This is an optimization exercise on Yosys and OpenROAD, whose aim is small area and a short achievable clock period, not a production implementation.
The RTL was checked by simulation tests, not by an equivalence proof against the original design.
Power and IR drop assume default switching activity.

==> run a: inputs <==
==> flow/design.v <==
module qspi_mem_responder #(
    parameter int DEPTH        = 256,
    parameter int DUMMY_CYCLES = 6,
    parameter int SYNC_STAGES  = 2
) (
    input  logic                     clk_i,
    input  logic                     rst_i,
    input  logic                     cs_in,
    input  logic                     sck_i,
    input  logic [3:0]               sd_i,
    output logic [3:0]               sd_o,
    output logic [3:0]               sd_oen_o,
    input  logic                     bd_we_i,
    input  logic [$clog2(DEPTH)-1:0] bd_addr_i,
    input  logic [7:0]               bd_data_i
);
    localparam int NSLOT = 16;               
    localparam int NBYTE = DEPTH / NSLOT;    
    localparam int AW    = $clog2(DEPTH);
    localparam int BW    = $clog2(NBYTE);    
    localparam int PW    = AW - BW;          
    localparam logic [3:0] HDR_OP   = 4'd1;
    localparam logic [3:0] HDR_ADDR = 4'd7;
    localparam logic [3:0] HDR_LAST = 4'(7 + DUMMY_CYCLES);
    typedef enum logic [2:0] {
        ST_IDLE,
        ST_HDR,
        ST_RDATA,
        ST_WDATA,
        ST_IGNORE
    } state_t;
    logic [SYNC_STAGES-1:0]      cs_sync_reg;
    logic [SYNC_STAGES-1:0]      sck_sync_reg;
    logic [SYNC_STAGES-1:0][3:0] sd_sync_reg;
    always_ff @(posedge clk_i) begin
        if (rst_i) cs_sync_reg <= '1;
        else       cs_sync_reg <= {cs_sync_reg[SYNC_STAGES-2:0], cs_in};
        sck_sync_reg <= {sck_sync_reg[SYNC_STAGES-2:0], sck_i};
        sd_sync_reg  <= {sd_sync_reg[SYNC_STAGES-2:0], sd_i};
    end
    logic       cs_s, sck_s;
    logic [3:0] sd_s;
    assign cs_s  = cs_sync_reg[SYNC_STAGES-1];
    assign sck_s = sck_sync_reg[SYNC_STAGES-1];
    assign sd_s  = sd_sync_reg[SYNC_STAGES-1];
    logic                   sck_prev_reg;
    logic                   cs_prev_reg;
    logic [SYNC_STAGES-1:0] flush_reg;
    logic                   armed_reg;
    always_ff @(posedge clk_i) begin
        sck_prev_reg <= sck_s;
        if (rst_i) begin
            cs_prev_reg <= 1'b1;
            flush_reg   <= '0;
            armed_reg   <= 1'b0;
        end else begin
            cs_prev_reg <= cs_s;
            flush_reg   <= (flush_reg << 1) | SYNC_STAGES'(1);
            if (flush_reg[SYNC_STAGES-1] && cs_s)
                armed_reg <= 1'b1;
        end
    end
    logic sck_rise, sck_fall, cs_fall;
    assign sck_rise = sck_s & ~sck_prev_reg & ~cs_s;
    assign sck_fall = ~sck_s & sck_prev_reg & ~cs_s;
    assign cs_fall  = armed_reg & cs_prev_reg & ~cs_s;
    logic [PW-1:0] rot_reg;
    always_ff @(posedge clk_i) rot_reg <= rot_reg + PW'(1);
    state_t     state_reg;
    logic [3:0] hdr_cnt_reg;     
    logic [3:0] shift_reg;
    logic [7:0] shift_next;
    logic       is_read_reg;
    logic [AW-1:0] addr_reg;     
    logic       rd_phase_reg;    
    logic       wr_half_reg;     
    logic       fetch_on_reg;    
    logic       rbuf_vld_reg;    
    logic [7:0] rbuf_reg;
    logic [3:0] lo_reg;          
    assign shift_next = {shift_reg, sd_s};
    logic [PW-1:0] tap_pos;
    logic          tap_hit;
    logic [7:0]    tap_byte;
    logic          consume;
    logic          fetch;
    assign tap_pos = addr_reg[AW-1:BW] + rot_reg;
    assign tap_hit = (tap_pos == '0);
    assign consume = (state_reg == ST_RDATA) && sck_fall && !rd_phase_reg;
    assign fetch   = fetch_on_reg && tap_hit && (!rbuf_vld_reg || consume);
    logic wr_commit;
    assign wr_commit = (state_reg == ST_WDATA) && sck_rise && wr_half_reg;
    always_ff @(posedge clk_i) begin
        if (fetch)
            rbuf_reg <= tap_byte ^ {8{rot_reg[0]}};
        if (consume)
            lo_reg <= rbuf_reg[3:0];
        if (sck_rise)
            shift_reg <= shift_next[3:0];
        if ((state_reg == ST_RDATA) && sck_fall)
            sd_o <= rd_phase_reg ? lo_reg : rbuf_reg[7:4];
    end
    always_ff @(posedge clk_i) begin
        if (rst_i) begin
            state_reg <= ST_IDLE;
            sd_oen_o  <= '0;
        end else if (cs_s) begin
            state_reg <= ST_IDLE;
            sd_oen_o  <= '0;
        end else begin
            case (state_reg)
                ST_IDLE:   if (cs_fall) state_reg <= ST_HDR;
                ST_HDR: begin
                    if (sck_rise) begin
                        if (hdr_cnt_reg == HDR_OP) begin
                            if (shift_next != 8'hEB && shift_next != 8'h38)
                                state_reg <= ST_IGNORE;
                        end
                        if (hdr_cnt_reg == HDR_ADDR && !is_read_reg)
                            state_reg <= ST_WDATA;
                        if (hdr_cnt_reg == HDR_LAST)
                            state_reg <= ST_RDATA;
                    end
                end
                ST_RDATA:  if (sck_fall) sd_oen_o <= 4'hF;
                default: ;
            endcase
        end
    end
    always_ff @(posedge clk_i) begin
        if (state_reg == ST_IDLE) begin
            hdr_cnt_reg  <= '0;
            fetch_on_reg <= 1'b0;
        end else if (state_reg == ST_HDR && sck_rise) begin
            hdr_cnt_reg <= hdr_cnt_reg + 4'd1;
        end
        if (state_reg == ST_HDR && sck_rise && hdr_cnt_reg == HDR_OP)
            is_read_reg <= shift_next[0];    
        if (state_reg == ST_HDR && sck_rise && hdr_cnt_reg == HDR_ADDR) begin
            addr_reg     <= shift_next[AW-1:0];
            fetch_on_reg <= is_read_reg;
            rbuf_vld_reg <= 1'b0;
            wr_half_reg  <= 1'b0;
            rd_phase_reg <= 1'b0;
        end else begin
            if (fetch || wr_commit)
                addr_reg <= addr_reg + AW'(1);
            if (fetch)
                rbuf_vld_reg <= 1'b1;
            else if (consume)
                rbuf_vld_reg <= 1'b0;
            if (state_reg == ST_WDATA && sck_rise)
                wr_half_reg <= !wr_half_reg;
            if (state_reg == ST_RDATA && sck_fall)
                rd_phase_reg <= !rd_phase_reg;
        end
    end
    logic          wv_reg,    wv_n_reg;
    logic [PW-1:0] wslot_reg, wslot_n_reg;
    logic [BW-1:0] wbyte_reg, wbyte_n_reg;
    logic [7:0]    wdata_n_reg;
    logic          wv_next;
    logic [PW-1:0] wslot_next;
    logic [BW-1:0] wbyte_next;
    assign wv_next    = wr_commit | bd_we_i;
    logic          wr_bus;
    logic [AW-1:0] waddr;
    logic [7:0]    wdata;
    assign wr_bus     = (state_reg == ST_WDATA);
    assign waddr      = wr_bus ? addr_reg : bd_addr_i;
    assign wdata      = wr_bus ? {shift_reg, sd_s} : bd_data_i;
    assign wslot_next = waddr[AW-1:BW] + rot_reg;
    assign wbyte_next = waddr[BW-1:0];
    always_ff @(posedge clk_i) begin
        wv_reg      <= wv_next;
        wv_n_reg    <= ~wv_next;
        wslot_reg   <= wslot_next;
        wslot_n_reg <= ~wslot_next;
        wbyte_reg   <= wbyte_next;
        wbyte_n_reg <= ~wbyte_next;
        wdata_n_reg <= ~(wdata ^ {8{rot_reg[0]}});
    end
    logic [NSLOT-1:0][NBYTE-1:0][7:0] ring_reg;
    logic [NSLOT-1:0][NBYTE-1:0][7:0] ring_next;
    logic [NSLOT-1:0] slot_hit, slot_miss;    
    logic [NBYTE-1:0] byte_hit, byte_miss;    
    always_comb begin
        for (int p = 0; p < NSLOT; p++) begin
            slot_hit[p]  = wv_reg && (wslot_reg == PW'(p));
            slot_miss[p] = wv_n_reg || (wslot_n_reg != PW'(NSLOT - 1 - p));
        end
        for (int b = 0; b < NBYTE; b++) begin
            byte_hit[b]  = (wbyte_reg == BW'(b));
            byte_miss[b] = (wbyte_n_reg != BW'(NBYTE - 1 - b));
        end
    end
    genvar gp, gb;
    generate
        for (gp = 0; gp < NSLOT; gp++) begin : g_slot
            for (gb = 0; gb < NBYTE; gb++) begin : g_byte
                logic sel, sel_n;
                assign sel   = ~(slot_miss[gp] | byte_miss[gb]);
                assign sel_n = ~(slot_hit[gp] & byte_hit[gb]);
                assign ring_next[gp][gb] =
                    ~((ring_reg[(gp + NSLOT - 1) % NSLOT][gb] | {8{sel}})
                      & ({8{sel_n}} | wdata_n_reg));
            end
        end
    endgenerate
    always_ff @(posedge clk_i) ring_reg <= ring_next;
    assign tap_byte = ring_reg[NSLOT-2][addr_reg[BW-1:0]];
endmodule
==> flow/run.sh <==
#!/bin/bash
# synth_recipe.tcl (not shown) runs the flow's synth.tcl, then flattens the netlist and writes it again
# the make line also repeats each setting of config.mk as NAME=value (left out here)
make -C /OpenROAD-flow-scripts/flow DESIGN_CONFIG=/design/flow/config.mk WORK_HOME=/design/flow/orfs CLKGATE_MAP_FILE= SYNTH_SCRIPT=/design/flow/synth_recipe.tcl finish
==> flow/config.mk <==
export PLATFORM = sky130hd
export DESIGN_NAME = qspi_mem_responder
export DESIGN_NICKNAME = qspi_mem_responder
export VERILOG_FILES = /design/flow/design.v
export SDC_FILE = /design/flow/constraint.sdc
export NUM_CORES = 4
export LEC_CHECK = 0
export CAP_MARGIN = 20
export CORE_MARGIN = 2
export CORE_UTILIZATION = 40
export CTS_CLUSTER_DIAMETER = 80
export CTS_CLUSTER_SIZE = 30
export SLEW_MARGIN = 20
==> flow/constraint.sdc <==
create_clock -name core_clock -period 5.0 [get_ports {clk_i}]
set_input_delay 1.0000 -clock core_clock [delete_from_list [all_inputs] [get_ports {clk_i}]]
set_output_delay 1.0000 -clock core_clock [all_outputs]
set_load 0.01 [all_outputs]
==> run b: changes against run a <==
==> flow/design.v, changed modules only <==
module qspi_mem_responder #(
    parameter int DEPTH        = 256,
    parameter int DUMMY_CYCLES = 6,
    parameter int SYNC_STAGES  = 2
) (
    input  logic                     clk_i,
    input  logic                     rst_i,
    input  logic                     cs_in,
    input  logic                     sck_i,
    input  logic [3:0]               sd_i,
    output logic [3:0]               sd_o,
    output logic [3:0]               sd_oen_o,
    input  logic                     bd_we_i,
    input  logic [$clog2(DEPTH)-1:0] bd_addr_i,
    input  logic [7:0]               bd_data_i
);
    localparam int NSLOT = 16;               
    localparam int NBYTE = DEPTH / NSLOT;    
    localparam int AW    = $clog2(DEPTH);
    localparam int BW    = $clog2(NBYTE);    
    localparam int PW    = AW - BW;          
    localparam logic [3:0] HDR_OP   = 4'd1;
    localparam logic [3:0] HDR_ADDR = 4'd7;
    localparam logic [3:0] HDR_LAST = 4'(7 + DUMMY_CYCLES);
    typedef enum logic [2:0] {
        ST_IDLE,
        ST_HDR,
        ST_RDATA,
        ST_WDATA,
        ST_IGNORE
    } state_t;
    logic [SYNC_STAGES-1:0]      cs_sync_reg;
    logic [SYNC_STAGES-1:0]      sck_sync_reg;
    logic [SYNC_STAGES-1:0][3:0] sd_sync_reg;
    always_ff @(posedge clk_i) begin
        if (rst_i) cs_sync_reg <= '1;
        else       cs_sync_reg <= {cs_sync_reg[SYNC_STAGES-2:0], cs_in};
        sck_sync_reg <= {sck_sync_reg[SYNC_STAGES-2:0], sck_i};
        sd_sync_reg  <= {sd_sync_reg[SYNC_STAGES-2:0], sd_i};
    end
    logic       cs_s, sck_s;
    logic [3:0] sd_s;
    assign cs_s  = cs_sync_reg[SYNC_STAGES-1];
    assign sck_s = sck_sync_reg[SYNC_STAGES-1];
    assign sd_s  = sd_sync_reg[SYNC_STAGES-1];
    logic                   sck_prev_reg;
    logic                   cs_prev_reg;
    logic [SYNC_STAGES-1:0] flush_reg;
    logic                   armed_reg;
    always_ff @(posedge clk_i) begin
        sck_prev_reg <= sck_s;
        if (rst_i) begin
            cs_prev_reg <= 1'b1;
            flush_reg   <= '0;
            armed_reg   <= 1'b0;
        end else begin
            cs_prev_reg <= cs_s;
            flush_reg   <= (flush_reg << 1) | SYNC_STAGES'(1);
            if (flush_reg[SYNC_STAGES-1] && cs_s)
                armed_reg <= 1'b1;
        end
    end
    logic sck_rise, sck_fall, cs_fall;
    assign sck_rise = sck_s & ~sck_prev_reg & ~cs_s;
    assign sck_fall = ~sck_s & sck_prev_reg & ~cs_s;
    assign cs_fall  = armed_reg & cs_prev_reg & ~cs_s;
    logic [PW-1:0] rot_reg;
    always_ff @(posedge clk_i) rot_reg <= rot_reg + PW'(1);
    state_t     state_reg;
    logic [3:0] hdr_cnt_reg;     
    logic [3:0] shift_reg;
    logic [7:0] shift_next;
    logic       is_read_reg;
    logic [AW-1:0] addr_reg;     
    logic       rd_phase_reg;    
    logic       wr_half_reg;     
    logic       fetch_on_reg;    
    logic       rbuf_vld_reg;    
    logic [7:0] rbuf_reg;
    logic [3:0] lo_reg;          
    assign shift_next = {shift_reg, sd_s};
    logic [PW-1:0] tap_pos_reg;   
    logic          tap_hit;
    logic [7:0]    tap_byte;
    logic          consume;
    logic          fetch;
    assign tap_hit = (tap_pos_reg == '0);
    assign consume = (state_reg == ST_RDATA) && sck_fall && !rd_phase_reg;
    assign fetch   = fetch_on_reg && tap_hit && (!rbuf_vld_reg || consume);
    logic wr_commit;
    assign wr_commit = (state_reg == ST_WDATA) && sck_rise && wr_half_reg;
    always_ff @(posedge clk_i) begin
        if (fetch)
            rbuf_reg <= tap_byte ^ {8{rot_reg[0]}};
        if (consume)
            lo_reg <= rbuf_reg[3:0];
        if (sck_rise)
            shift_reg <= shift_next[3:0];
        if ((state_reg == ST_RDATA) && sck_fall)
            sd_o <= rd_phase_reg ? lo_reg : rbuf_reg[7:4];
    end
    always_ff @(posedge clk_i) begin
        if (rst_i) begin
            state_reg <= ST_IDLE;
            sd_oen_o  <= '0;
        end else if (cs_s) begin
            state_reg <= ST_IDLE;
            sd_oen_o  <= '0;
        end else begin
            case (state_reg)
                ST_IDLE:   if (cs_fall) state_reg <= ST_HDR;
                ST_HDR: begin
                    if (sck_rise) begin
                        if (hdr_cnt_reg == HDR_OP) begin
                            if (shift_next != 8'hEB && shift_next != 8'h38)
                                state_reg <= ST_IGNORE;
                        end
                        if (hdr_cnt_reg == HDR_ADDR && !is_read_reg)
                            state_reg <= ST_WDATA;
                        if (hdr_cnt_reg == HDR_LAST)
                            state_reg <= ST_RDATA;
                    end
                end
                ST_RDATA:  if (sck_fall) sd_oen_o <= 4'hF;
                default: ;
            endcase
        end
    end
    always_ff @(posedge clk_i) begin
        if (state_reg == ST_IDLE) begin
            hdr_cnt_reg  <= '0;
            fetch_on_reg <= 1'b0;
        end else if (state_reg == ST_HDR && sck_rise) begin
            hdr_cnt_reg <= hdr_cnt_reg + 4'd1;
        end
        if (state_reg == ST_HDR && sck_rise && hdr_cnt_reg == HDR_OP)
            is_read_reg <= shift_next[0];    
        if (state_reg == ST_HDR && sck_rise && hdr_cnt_reg == HDR_ADDR) begin
            addr_reg     <= shift_next[AW-1:0];
            tap_pos_reg  <= shift_next[AW-1:BW] + rot_reg + PW'(1);
            fetch_on_reg <= is_read_reg;
            rbuf_vld_reg <= 1'b0;
            wr_half_reg  <= 1'b0;
            rd_phase_reg <= 1'b0;
        end else begin
            if (fetch || wr_commit)
                addr_reg <= addr_reg + AW'(1);
            tap_pos_reg <= tap_pos_reg + {{(PW-1){1'b0}}, 1'b1}
                           + {{(PW-1){1'b0}}, fetch && (addr_reg[BW-1:0] == '1)};
            if (fetch)
                rbuf_vld_reg <= 1'b1;
            else if (consume)
                rbuf_vld_reg <= 1'b0;
            if (state_reg == ST_WDATA && sck_rise)
                wr_half_reg <= !wr_half_reg;
            if (state_reg == ST_RDATA && sck_fall)
                rd_phase_reg <= !rd_phase_reg;
        end
    end
    logic          wa_v_reg;
    logic [AW-1:0] wa_addr_reg;
    logic [7:0]    wa_data_reg;
    always_ff @(posedge clk_i) begin
        wa_v_reg <= wr_commit | bd_we_i;
        if (state_reg == ST_WDATA) begin
            wa_addr_reg <= addr_reg;
            wa_data_reg <= {shift_reg, sd_s};
        end else begin
            wa_addr_reg <= bd_addr_i;
            wa_data_reg <= bd_data_i;
        end
    end
    logic [PW-1:0]    wslot;
    logic [NSLOT-1:0] slot_hit, slot_miss;    
    logic [NBYTE-1:0] byte_hit, byte_miss;    
    logic [7:0]       wdata_n_reg;
    logic [NSLOT-1:0] slot_hit_next;
    logic [NBYTE-1:0] byte_hit_next;
    assign wslot = wa_addr_reg[AW-1:BW] + rot_reg;
    always_comb begin
        for (int p = 0; p < NSLOT; p++)
            slot_hit_next[p] = wa_v_reg && (wslot == PW'(p));
        for (int b = 0; b < NBYTE; b++)
            byte_hit_next[b] = (wa_addr_reg[BW-1:0] == BW'(b));
    end
    always_ff @(posedge clk_i) begin
        slot_hit    <= slot_hit_next;
        slot_miss   <= ~slot_hit_next;
        byte_hit    <= byte_hit_next;
        byte_miss   <= ~byte_hit_next;
        wdata_n_reg <= ~(wa_data_reg ^ {8{rot_reg[0]}});
    end
    logic [NSLOT-1:0][NBYTE-1:0][7:0] ring_reg;
    logic [NSLOT-1:0][NBYTE-1:0][7:0] ring_next;
    genvar gp, gb;
    generate
        for (gp = 0; gp < NSLOT; gp++) begin : g_slot
            for (gb = 0; gb < NBYTE; gb++) begin : g_byte
                logic sel, sel_n;
                assign sel   = ~(slot_miss[gp] | byte_miss[gb]);
                assign sel_n = ~(slot_hit[gp] & byte_hit[gb]);
                assign ring_next[gp][gb] =
                    ~((ring_reg[(gp + NSLOT - 1) % NSLOT][gb] | {8{sel}})
                      & ({8{sel_n}} | wdata_n_reg));
            end
        end
    endgenerate
    always_ff @(posedge clk_i) ring_reg <= ring_next;
    assign tap_byte = ring_reg[NSLOT-2][addr_reg[BW-1:0]];
endmodule
CORE_UTILIZATION = 65   (was 40)
CTS_CLUSTER_DIAMETER = 70   (was 80)
CTS_CLUSTER_SIZE = 26   (was 30)
PLACE_DENSITY = 0.72   (was default)
SETUP_SLACK_MARGIN = 3.3   (was default)
==> run c: changes against run a <==
==> flow/design.v, changed modules only <==
module qspi_mem_responder #(
    parameter int DEPTH        = 256,
    parameter int DUMMY_CYCLES = 6,
    parameter int SYNC_STAGES  = 2
) (
    input  logic                     clk_i,
    input  logic                     rst_i,
    input  logic                     cs_in,
    input  logic                     sck_i,
    input  logic [3:0]               sd_i,
    output logic [3:0]               sd_o,
    output logic [3:0]               sd_oen_o,
    input  logic                     bd_we_i,
    input  logic [$clog2(DEPTH)-1:0] bd_addr_i,
    input  logic [7:0]               bd_data_i
);
    localparam int NSLOT = 16;               
    localparam int NBYTE = DEPTH / NSLOT;    
    localparam int AW    = $clog2(DEPTH);
    localparam int BW    = $clog2(NBYTE);    
    localparam int PW    = AW - BW;          
    localparam logic [3:0] HDR_OP   = 4'd1;
    localparam logic [3:0] HDR_ADDR = 4'd7;
    localparam logic [3:0] HDR_LAST = 4'(7 + DUMMY_CYCLES);
    typedef enum logic [2:0] {
        ST_IDLE,
        ST_HDR,
        ST_RDATA,
        ST_WDATA,
        ST_IGNORE
    } state_t;
    logic [SYNC_STAGES-1:0]      cs_sync_reg;
    logic [SYNC_STAGES-1:0]      sck_sync_reg;
    logic [SYNC_STAGES-1:0][3:0] sd_sync_reg;
    always_ff @(posedge clk_i) begin
        if (rst_i) cs_sync_reg <= '1;
        else       cs_sync_reg <= {cs_sync_reg[SYNC_STAGES-2:0], cs_in};
        sck_sync_reg <= {sck_sync_reg[SYNC_STAGES-2:0], sck_i};
        sd_sync_reg  <= {sd_sync_reg[SYNC_STAGES-2:0], sd_i};
    end
    logic       cs_s, sck_s;
    logic [3:0] sd_s;
    assign cs_s  = cs_sync_reg[SYNC_STAGES-1];
    assign sck_s = sck_sync_reg[SYNC_STAGES-1];
    assign sd_s  = sd_sync_reg[SYNC_STAGES-1];
    logic                   sck_prev_reg;
    logic                   cs_prev_reg;
    logic [SYNC_STAGES-1:0] flush_reg;
    logic                   armed_reg;
    always_ff @(posedge clk_i) begin
        sck_prev_reg <= sck_s;
        if (rst_i) begin
            cs_prev_reg <= 1'b1;
            flush_reg   <= '0;
            armed_reg   <= 1'b0;
        end else begin
            cs_prev_reg <= cs_s;
            flush_reg   <= (flush_reg << 1) | SYNC_STAGES'(1);
            if (flush_reg[SYNC_STAGES-1] && cs_s)
                armed_reg <= 1'b1;
        end
    end
    logic sck_rise, sck_fall, cs_fall;
    assign sck_rise = sck_s & ~sck_prev_reg & ~cs_s;
    assign sck_fall = ~sck_s & sck_prev_reg & ~cs_s;
    assign cs_fall  = armed_reg & cs_prev_reg & ~cs_s;
    logic [PW-1:0] rot_reg;
    always_ff @(posedge clk_i) rot_reg <= rot_reg + PW'(1);
    state_t     state_reg;
    logic [3:0] hdr_cnt_reg;     
    logic [3:0] shift_reg;
    logic [7:0] shift_next;
    logic       is_read_reg;
    logic [AW-1:0] addr_reg;     
    logic       rd_phase_reg;    
    logic       wr_half_reg;     
    logic [3:0] wr_hi_reg;
    logic       fetch_on_reg;    
    logic       rbuf_vld_reg;    
    logic [7:0] rbuf_reg;
    logic [3:0] lo_reg;          
    assign shift_next = {shift_reg, sd_s};
    logic [PW-1:0] tap_pos;
    logic          tap_hit;
    logic [7:0]    tap_byte;
    logic          consume;
    logic          fetch;
    assign tap_pos = addr_reg[AW-1:BW] + rot_reg;
    assign tap_hit = (tap_pos == '0);
    assign consume = (state_reg == ST_RDATA) && sck_fall && !rd_phase_reg;
    assign fetch   = fetch_on_reg && tap_hit && (!rbuf_vld_reg || consume);
    logic wr_commit;
    assign wr_commit = (state_reg == ST_WDATA) && sck_rise && wr_half_reg;
    always_ff @(posedge clk_i) begin
        if (fetch)
            rbuf_reg <= tap_byte ^ {8{rot_reg[0]}};
        if (consume)
            lo_reg <= rbuf_reg[3:0];
        if (sck_rise)
            shift_reg <= shift_next[3:0];
        if (sck_rise && !wr_half_reg)
            wr_hi_reg <= sd_s;
        if ((state_reg == ST_RDATA) && sck_fall)
            sd_o <= rd_phase_reg ? lo_reg : rbuf_reg[7:4];
    end
    always_ff @(posedge clk_i) begin
        if (rst_i) begin
            state_reg <= ST_IDLE;
            sd_oen_o  <= '0;
        end else if (cs_s) begin
            state_reg <= ST_IDLE;
            sd_oen_o  <= '0;
        end else begin
            case (state_reg)
                ST_IDLE:   if (cs_fall) state_reg <= ST_HDR;
                ST_HDR: begin
                    if (sck_rise) begin
                        if (hdr_cnt_reg == HDR_OP) begin
                            if (shift_next != 8'hEB && shift_next != 8'h38)
                                state_reg <= ST_IGNORE;
                        end
                        if (hdr_cnt_reg == HDR_ADDR && !is_read_reg)
                            state_reg <= ST_WDATA;
                        if (hdr_cnt_reg == HDR_LAST)
                            state_reg <= ST_RDATA;
                    end
                end
                ST_RDATA:  if (sck_fall) sd_oen_o <= 4'hF;
                default: ;
            endcase
        end
    end
    always_ff @(posedge clk_i) begin
        if (state_reg == ST_IDLE) begin
            hdr_cnt_reg  <= '0;
            fetch_on_reg <= 1'b0;
        end else if (state_reg == ST_HDR && sck_rise) begin
            hdr_cnt_reg <= hdr_cnt_reg + 4'd1;
        end
        if (state_reg == ST_HDR && sck_rise && hdr_cnt_reg == HDR_OP)
            is_read_reg <= shift_next[0];    
        if (state_reg == ST_HDR && sck_rise && hdr_cnt_reg == HDR_ADDR) begin
            addr_reg     <= shift_next[AW-1:0];
            fetch_on_reg <= is_read_reg;
            rbuf_vld_reg <= 1'b0;
            wr_half_reg  <= 1'b0;
            rd_phase_reg <= 1'b0;
        end else begin
            if (fetch || wr_commit)
                addr_reg <= addr_reg + AW'(1);
            if (fetch)
                rbuf_vld_reg <= 1'b1;
            else if (consume)
                rbuf_vld_reg <= 1'b0;
            if (state_reg == ST_WDATA && sck_rise)
                wr_half_reg <= !wr_half_reg;
            if (state_reg == ST_RDATA && sck_fall)
                rd_phase_reg <= !rd_phase_reg;
        end
    end
    logic          wv_reg;
    logic [PW-1:0] wslot_reg;
    logic [BW-1:0] wbyte_reg;
    logic [7:0]    wdata_reg;
    always_ff @(posedge clk_i) begin
        wv_reg    <= wr_commit | bd_we_i;
        wslot_reg <= (wr_commit ? addr_reg[AW-1:BW] : bd_addr_i[AW-1:BW]) + rot_reg + PW'(2);
        wbyte_reg <= wr_commit ? addr_reg[BW-1:0] : bd_addr_i[BW-1:0];
        wdata_reg <= (wr_commit ? {wr_hi_reg, sd_s} : bd_data_i) ^ {8{rot_reg[0]}};
    end
    logic [NSLOT-1:0][NBYTE-1:0][7:0] ring_reg;
    logic [NSLOT-1:0][NBYTE-1:0][7:0] ring_next;
    logic [NSLOT-1:0] slot_sel;
    logic [NBYTE-1:0] byte_sel;
    always_comb begin
        for (int p = 0; p < NSLOT; p++)
            slot_sel[p] = wv_reg && (wslot_reg == PW'(p));
        for (int b = 0; b < NBYTE; b++)
            byte_sel[b] = (wbyte_reg == BW'(b));
        for (int p = 0; p < NSLOT; p++)
            for (int b = 0; b < NBYTE; b++)
                ring_next[p][b] = (slot_sel[p] && byte_sel[b])
                                  ? wdata_reg
                                  : ~ring_reg[(p + NSLOT - 1) % NSLOT][b];
    end
    always_ff @(posedge clk_i) ring_reg <= ring_next;
    assign tap_byte = ring_reg[0][addr_reg[BW-1:0]];
endmodule
CTS_CLUSTER_DIAMETER = default   (was 80)
CTS_CLUSTER_SIZE = default   (was 30)
==> comparison table <==
| item | run a | run c | run b |
|---|---|---|---|
| Number of DRC violations after detailed-routing iteration 0 | 4,517 | 4,182 | 5,400 |
| Seq pwr share | 66.5% | 53.6% | 64.7% |
| Stage delay of the slowest cell on the critical path | 740 ps | 520 ps | 380 ps |
| Endpoint type of the worst setup path | flop | flop | output port |
| Flip-flop and latch share of the layout cell area | 64.9% | 57.6% | 65.1% |
| Kind of critical path | flop to flop | flop to flop | flop to output port |
| Latest clock arrival within the worst-skew pair | 760 ps | 820 ps | 730 ps |
| Reg-to-Reg End | addr_reg[0] | wslot_reg[3] | rbuf_reg[2] |
| Library cell contributing the largest single delay on the critical path | nand4_1 | or3b_2 | edfxtp_1 |
| Start point of the worst min-delay path | sd_sync_reg[0] | sd_sync_reg[3] | sd_sync_reg[0] |
| Number of distinct library cells after synthesis | 51 | 42 | 53 |
| Syn Nets | 5,354 | 7,306 | 5,484 |
| Result of the run | timing/DRC/antenna clean | timing/DRC/antenna clean | timing/DRC/antenna clean |
| Post-Route M1 WL | 79.7 mm | 77.7 mm | 72.7 mm |
| Signal buffers | 96 | 88 | 132 |

[port drivers added, routing unchanged]
No port has a modelled driver above. Below, the same layouts with a new extraction and two added sets of constraints.
Step 1 (the two cells are an assumption about what drives the block):
set clk [get_ports {clk_i}]
set_driving_cell -lib_cell sky130_fd_sc_hd__clkbuf_16 $clk
set_driving_cell -lib_cell sky130_fd_sc_hd__buf_2 [delete_from_list [all_inputs] $clk]
Step 2 times the ports against the registers' clock, not the clock port: input delays grow and output delays shrink by t, the midpoint of the rising clock arrivals with the driver on.
a / b / c = ideal / step 1 / step 2; a / b = the first two.
run	shift t [ns]	setup slack, ns	worst setup path at the end
run a	0.817	2.082 / 2.082 / 2.082	register to register
run b	0.783	2.752 / 2.682 / 2.651	input to register
run c	0.882	1.498 / 1.498 / 1.498	register to register
After both steps setup and hold are still met in every run listed. The setup slack of run b, which loses most, moves by -0.070 ns with the drivers and by -0.101 ns with both steps.
